Context: an optimization exercise on an open-source flow, tuned for small area. The choices shown serve that exercise and are no tape-out recipe. Where RTL was checked, it was by simulation tests only, not by an equivalence proof against the original.

Design sw_top, start of the top module:
module sw_top (
    input  logic          clk,
    input  logic          reset,
    input  logic          valid_i,
    input  logic [1:0]    data_ref_i,
    input  logic [1:0]    data_query_i,
    output logic          finish_o,
    output logic [20:0]   best_o
);
    logic [6:0]  cnt_q;      
    logic [5:0]  row_q;      
    logic [3:0]  col_q;      
    logic        bub_q;      
    logic        fin_q;
    logic        loaded, front, take, run, real_cell, row_end, done;
    assign loaded    = cnt_q[6];
    assign front     = (cnt_q[6:4] == 3'd0);
    assign take      = valid_i & ~loaded;
    assign run       = (cnt_q[6:4] != 3'd0);
    assign real_cell = run & ~bub_q;
    assign row_end   = (col_q == 4'd15);
    assign done      = loaded & (row_q == 6'd0) & (col_q == 4'd0);
    logic [31:0] qry_q;      
    logic [31:0] frt_q;      
    logic [95:0] bck_q;      
    always_ff @(posedge clk) begin
        if ((take & front) | run)
            qry_q <= {qry_q[29:0], run ? qry_q[31:30] : data_query_i};
        if ((take & front) | (real_cell & row_end & ~row_q[4] & ~row_q[5]))
            frt_q <= {frt_q[29:0], data_ref_i};
        if ((take & ~front) | (real_cell & row_end & (row_q[4] | row_q[5])))
            bck_q <= {bck_q[93:0], data_ref_i};
    end
    logic [1:0] qbase, rbase;
    assign qbase = qry_q[31:30];
    assign rbase = (row_q[4] | row_q[5]) ? bck_q[95:94] : frt_q[31:30];
    logic [3:0] ring_q [0:15];
    logic [3:0] ring_in;
    always_ff @(posedge clk) begin
        ring_q[0] <= ring_in;
        for (int k = 1; k < 16; k++) ring_q[k] <= ring_q[k-1];
    end
    logic [5:0] hl_q;        
    logic [2:0] vv_q;        
    logic       g_q;         
    logic [2:0] dd;
    logic       f;
    logic [2:0] u4, l4, m4, d4, dd_new, vv_new;
    logic       zx, f_new, g_new;
  ...
For scale: ~29 I/O pins, roughly 10000 um^2 of cells after synthesis.
clock: 11.0 ns
lec_check: 0
cap_margin: 20
core_margin: 2
core_utilization: 65
cts_buf_list: sky130_fd_sc_hd__clkbuf_8
cts_cluster_diameter: 50
cts_cluster_size: 24
slew_margin: 20
run.sh (not shown) runs the stock make flow with config.mk's settings and CLKGATE_MAP_FILE= SYNTH_SCRIPT=/design/flow/synth_recipe.tcl, a recipe that flattens the netlist after the stock synthesis.
The first run finished clean.
==> next run, changes <==
Settings changed: CORE_UTILIZATION 65 to 40, CTS_BUF_LIST sky130_fd_sc_hd__clkbuf_8 to not set, CTS_CLUSTER_DIAMETER 50 to not set, CTS_CLUSTER_SIZE 24 to not set.
What happened: Global-route usage shrinks by 7.1 points. Setup slack gains 0.010 ns. Routed wire length grows slightly. Final area grows by a few percent. Utilization shrinks by 26 points. Hold slack loses 0.0048 ns. Synthesized cell count is unchanged. Clock-buffer cell count grows by 10.
==> next run, changes <==
Settings changed: CTS_BUF_LIST set to sky130_fd_sc_hd__clkbuf_8, CTS_CLUSTER_DIAMETER set to 60, CTS_CLUSTER_SIZE set to 20.
- The new run passed the timing, design-rule and antenna checks
- setup slack gets better by 0.015 ns
- routed wire length drops by about 1.6%
- die area is unchanged
- sequential share of layout area increases by 3.0 points
- non-clock buffer count does not change
No functional check of the RTL was part of any run of this note.


== run A ==
sw_top, a different RTL version from the one above (not shown whole).
Size: roughly 520 cells after synthesis, ~280 flip-flops, roughly 9200 sq um of cells after synthesis.
Settings: LEC_CHECK=0, CAP_MARGIN=20, CORE_MARGIN=2, CORE_UTILIZATION=40, PLACE_DENSITY=0.7, SLEW_MARGIN=20; clock period 11.0 ns.
standard.sh (not shown) runs the stock make flow with config.mk's settings and CLKGATE_MAP_FILE= SYNTH_SCRIPT=/design/flow/synth_recipe.tcl, a recipe that flattens the netlist after the stock synthesis.
==> flow/flow/run.sh <==
#!/bin/bash
# The standard layout (the standard.sh: unchanged synthesis, floorplan,
# power grid and placement) with two knobs changed:
#  - port buffers are sky130_fd_sc_hd__buf_1 instead of the default pick
#  - clock tree synthesis with these options and no dummy loads
# The run's full output goes to standard.log here; ORFS's own per-step logs
# are under orfs/logs/.
set -euo pipefail
export BUFFER_PORTS_ARGS="-buffer_cell sky130_fd_sc_hd__buf_1"
export CTS_ARGS="-sink_clustering_enable -repair_clock_nets -sink_clustering_size 11 -sink_clustering_max_diameter 45 -buf_list sky130_fd_sc_hd__clkbuf_4 -dont_use_dummy_load"
bash standard.sh > standard.log 2>&1
Run A finished all stages; the layout is clean.
Setup changes, run A to run B
Settings: PLACE_DENSITY: 0.7 -> 0.8.
==> comparison <==
- [compare] base=run A new=run B: actual slew at the worst max-slew pin +0.039 ns; sum of met3 wire segment lengths after detailed routing -25%; multi-input logic cell count ~0 delta.
- Run B against run A: number of well-tap cells placed neither gained nor lost much, data-path buffer share of cell area in the final layout higher.
Inputs modified between run B and run C:
Settings: PLACE_DENSITY removed (was 0.8); CORE_UTILIZATION changed from 40 to 55.
## What came out
- Run C vs run B, last element of the critical path: bs_q[5] vs bs_q[4]
- Library cell contributing the largest single delay on the critical path: sky130_fd_sc_hd__mux2i_1 -> run B, sky130_fd_sc_hd__a311oi_4 -> run C
- [compare] base=run B new=run C: cell total after placement decreased by 67 relative to the old numbers; worst-case hold slack decreased by 0.029 ns relative to the old numbers; count of clock-buffer cells in the layout shows an increase of 3.3%.
### run C -> run D
Settings: swapping 55 for 40 in CORE_UTILIZATION.
-- flow/flow/run.sh --
<<< run C, line 10
export CTS_ARGS="-sink_clustering_enable -repair_clock_nets -sink_clustering_size 11 -sink_clustering_max_diameter 45 -buf_list sky130_fd_sc_hd__clkbuf_4 -dont_use_dummy_load"
>>> run D, line 10
export CTS_ARGS="-sink_clustering_enable -repair_clock_nets -sink_clustering_size 12 -sink_clustering_max_diameter 50 -buf_list sky130_fd_sc_hd__clkbuf_4 -dont_use_dummy_load"
Run D ended up with a lower register-to-register slack than run C did.
Taking run C as the reference point, the transition time of the tightest slew-check pin of run D falls by 0.056 ns.
When the final numbers for run D and run C were put side by side, the total non-filler cell area in the finished layout turned out to be smaller in run C.
Edits applied to the flow inputs when going from run D to run E:
Settings: changing CAP_MARGIN from 20 to 10; setting PLACE_DENSITY to 0.7 for the first time; changing SLEW_MARGIN from 20 to 10; changing CORE_UTILIZATION from 40 to 50.
-- flow/flow/run.sh --
<<< run D, line 10
export CTS_ARGS="-sink_clustering_enable -repair_clock_nets -sink_clustering_size 12 -sink_clustering_max_diameter 50 -buf_list sky130_fd_sc_hd__clkbuf_4 -dont_use_dummy_load"
>>> run E, line 10
export CTS_ARGS="-sink_clustering_enable -repair_clock_nets -sink_clustering_size 11 -sink_clustering_max_diameter 45 -buf_list sky130_fd_sc_hd__clkbuf_4 -dont_use_dummy_load"
### Flow results
Run E was carried through to the last stage, and its layout satisfied the timing, design-rule and antenna checks. STATUS upper clock frequency limit: run E wins against run D. Between run D and run E, met2 routed wirelength is higher for run E, run D comes in under that. [compare] base=run D new=run E: overflow left after global routing about even.
--- input diff run E..run F ---
Settings: swapping 10 for 5 in SLEW_MARGIN; swapping 50 for 40 in CORE_UTILIZATION; swapping 10 for 5 in CAP_MARGIN.
[compare] base=run E new=run F: horizontal extent of the die saw an increase; worst hold slack after final layout went down by 0.014 ns; average wire per standard cell -1.3 microns.
In summary, run F completed successfully, with a layout that passed the timing, design-rule and antenna checks.
Cell area (run F over run E): increase, 0.67%

==> afterwards: timing with drivers on the ports <==
How much do the figures lean on ideal ports? The routed layouts below were timed once more, with nothing changed but the port constraints.
Step 1 assumes that a clkbuf_16 drives the clock port and a buf_2 every other input.
Step 2 times the ports against the registers' clock, not the clock port: input delays grow and output delays shrink by t, the midpoint of the rising clock arrivals with the driver on.
a / b / c = ideal ports / drivers / drivers and shift; a / b = the first two.
| run | t (ns) | slack for setup (ns) | worst setup path at the end | cell pins on the clock port's net |
|---|---|---|---|---|
| the first run of note 1 | 0.583 | 3.152 / 3.152 / 3.152 | register to register | 1 |
| the second run of note 1 | 0.568 | 3.162 / 3.162 / 3.162 | register to register | 1 |
| the third run of note 1 | 0.552 | 3.177 / 3.177 / 3.177 | register to register | 1 |
| run A | 0.675 | 4.897 / 4.897 / 4.897 | register to register | 1 |
| run B | 0.654 | 5.302 / 5.302 / 5.302 | register to register | 1 |
| run C | 0.661 | 4.951 / 4.951 / 4.951 | register to register | 1 |
| run D | 0.642 | 4.842 / 4.842 / 4.842 | register to register | 1 |
| run E | 0.664 | 4.926 / 4.926 / 4.926 | register to register | 1 |
| run F | 0.664 | 4.639 / 4.639 / 4.639 | register to register | 1 |
After both steps setup and hold are still met in every run listed.
